This design comes from an exercise in tuning for small area on the open sky130 flow, not from production work.
Function was checked by simulation only, so behaviour that the tests miss may differ from the original.

Setup of the previous run:
==> flow/design.v (excerpt) <==
module ecg_r_peak_heart_rate (
  input  logic        clk,
  input  logic        rst,
  input  logic        sample_valid,
  output logic        sample_stall,
  input  logic [11:0] adc_sample,
  output logic        result_valid,
  input  logic        result_stall,
  output logic [11:0] filtered_sample,
  output logic        peak_flag,
  output logic        rate_updated,
  output logic [7:0]  heart_rate,
  input  logic        cfg_valid,
  output logic        cfg_ready,
  input  logic [2:0]  cfg_index,
  input  logic [15:0] cfg_data
);
Size in the first run: ~670 cells after synthesis, roughly 230 flip-flops, about 61 I/O pins.
Settings: LEC_CHECK=0, ABC_AREA=1, CAP_MARGIN=20, CORE_MARGIN=2, CORE_UTILIZATION=60, SLEW_MARGIN=20; clock period 10.0 ns.
standard.sh (not shown) runs the stock make flow with config.mk's settings and CLKGATE_MAP_FILE= SYNTH_SCRIPT=/design/flow/synth_recipe.tcl, a recipe that flattens the netlist after the stock synthesis.
==> flow/flow/run.sh <==
#!/bin/bash
# The standard layout (standard.sh) with these changes:
#  - synthesis maps the logic with an area-only ABC script (flow/area.abc) instead of ORFS's
#    abc_area.script; everything else in synthesis, the registers included, is unchanged;
#  - ports are buffered with the smallest buffer (buf_1);
#  - the clock tree is built from clkbuf_4 without dummy loads.
# Logs: own_synth.log is not separate; make's whole output goes to standard.log and ORFS
# writes each step's log under orfs/logs/.
set -euo pipefail
HERE=$(pwd)
{
  printf '%s\n' 'proc abc {args} {'
  printf '%s\n' '  set i [lsearch -exact $args -script]'
  printf '%s\n' '  if {$i >= 0} { lset args [expr {$i + 1}] $::env(OWN_ABC_SCRIPT) }'
  printf '%s\n' '  yosys abc {*}$args'
  printf '%s\n' '}'
  cat synth_recipe.tcl
} > own_synth.tcl
sed -E "s#SYNTH_SCRIPT=[^ ]+#SYNTH_SCRIPT=$HERE/own_synth.tcl#" standard.sh > own_standard.sh
export OWN_ABC_SCRIPT="$HERE/flow/area.abc"
export BUFFER_PORTS_ARGS="-buffer_cell sky130_fd_sc_hd__buf_1"
export CTS_ARGS="-sink_clustering_enable -repair_clock_nets -dont_use_dummy_load -buf_list sky130_fd_sc_hd__clkbuf_8 -sink_clustering_size 16 -sink_clustering_max_diameter 60"
bash own_standard.sh > standard.log 2>&1
==> flow/flow/area.abc <==
strash
dch
map -a
topo
The previous run: flow completed, timing, DRC and antenna clean
[inputs] the current run vs the previous run
--- a/flow/design.v
+++ b/flow/design.v
@@ -98,26 +98,37 @@
   ecgr_ring #(.L(16)) u_alpha  (.clk(clk), .din(alpha_d),  .q0(alpha_q));
   ecgr_ring #(.L(16)) u_thresh (.clk(clk), .din(thresh_d), .q0(thresh_q));
   ecgr_ring #(.L(16)) u_refr   (.clk(clk), .din(refr_d),   .q0(refr_q));
   ecgr_ring #(.L(16)) u_numer  (.clk(clk), .din(numer_d),  .q0(numer_q));
   ecgr_ring #(.L(8))  u_rmin   (.clk(clk), .din(rmin_d),   .q0(rmin_q));
   ecgr_ring #(.L(8))  u_rmax   (.clk(clk), .din(rmax_d),   .q0(rmax_q));
   logic       opbit, nextbit;
   logic [3:0] pcn, tgt;
   logic       tsel;
   assign pcn = pc + 1'b1;
-  logic fd;
-  assign fd   = is_filt || is_div;
-  assign tsel = is_div || f10;
-  assign tgt  = f10 ? 4'd15 : ((fd ? pcn : 4'd0) ^ {4{is_div}});
+  always_comb begin
+    tsel = 1'b0;
+    tgt  = 4'd0;
+    if (is_filt) begin
+      if (pc == 4'd10) begin
+        tsel = 1'b1;
+        tgt  = 4'd15;
+      end else begin
+        tgt  = pcn;
+      end
+    end else if (is_div) begin
+      tsel = 1'b1;
+      tgt  = ~pcn;
+    end
+  end
   always_ff @(posedge clk) begin
-    if ((ph[4] || fd) && (j == tgt)) nextbit <= tsel ? numer_q : alpha_q;
+    if ((ph[4] || is_filt || is_div) && (j == tgt)) nextbit <= tsel ? numer_q : alpha_q;
     if (last) opbit <= nextbit;
   end
   logic [11:0] s_hi;        
   logic        s0;          
   logic        s_en;
   logic        s_in;
   logic        fwin;      
   logic        xbit;
   logic [15:0] xpad;
   assign s0   = ph[4] ? s_hi[0] : t[22];
The via count normalized by instance count number comes out lower for the current run vs the previous run. Share of synthesized area occupied by flip-flops and latches was lower in the current run than in the previous run. The previous run → the current run: net count after synthesis neither gained nor lost much, fraction of final layout cells sized beyond drive strength 1 has increased. The current run reached the end of the flow, and the finished layout is clean on the timing, design-rule and antenna checks. Overall die width essentially unchanged between the previous run and the current run. Sort the previous run and the current run by count of plain and timing-repair buffers asc -> top: the previous run. Going from the previous run to the current run, sequential share of layout area shrinks by 0.19 points. Met1 routing resource usage after global routing (higher): the previous run. The current run vs the previous run: smallest setup slack after layout up in the current run.

re-timing with driven ports:
No port has a modelled driver above. Below, the same layouts with a new extraction and two added sets of constraints.
Step 1 sets driving cells, clkbuf_16 on the clock port and buf_2 on the other inputs (assumed; they add their load-dependent delay and slew).
Step 2 moves the port delays by t, midway between the first and last clock arrival at a register: inputs arrive t later, outputs are due t later. That takes back most of the time a late clock gives input paths.
a / b / c = ideal ports / drivers / drivers and shift; a / b = the first two.
| run | shift t [ns] | setup slack, ns | hold slack, ns | cell pins on the clock port's net |
|---|---|---|---|---|
| the previous run | 0.521 | 4.747 / 4.706 / 5.059 | 0.297 / 0.297 / 0.297 | 1 |
| the current run | 0.520 | 4.782 / 4.747 / 4.879 | 0.320 / 0.320 / 0.320 | 1 |
After both steps setup and hold are still met in every run listed.
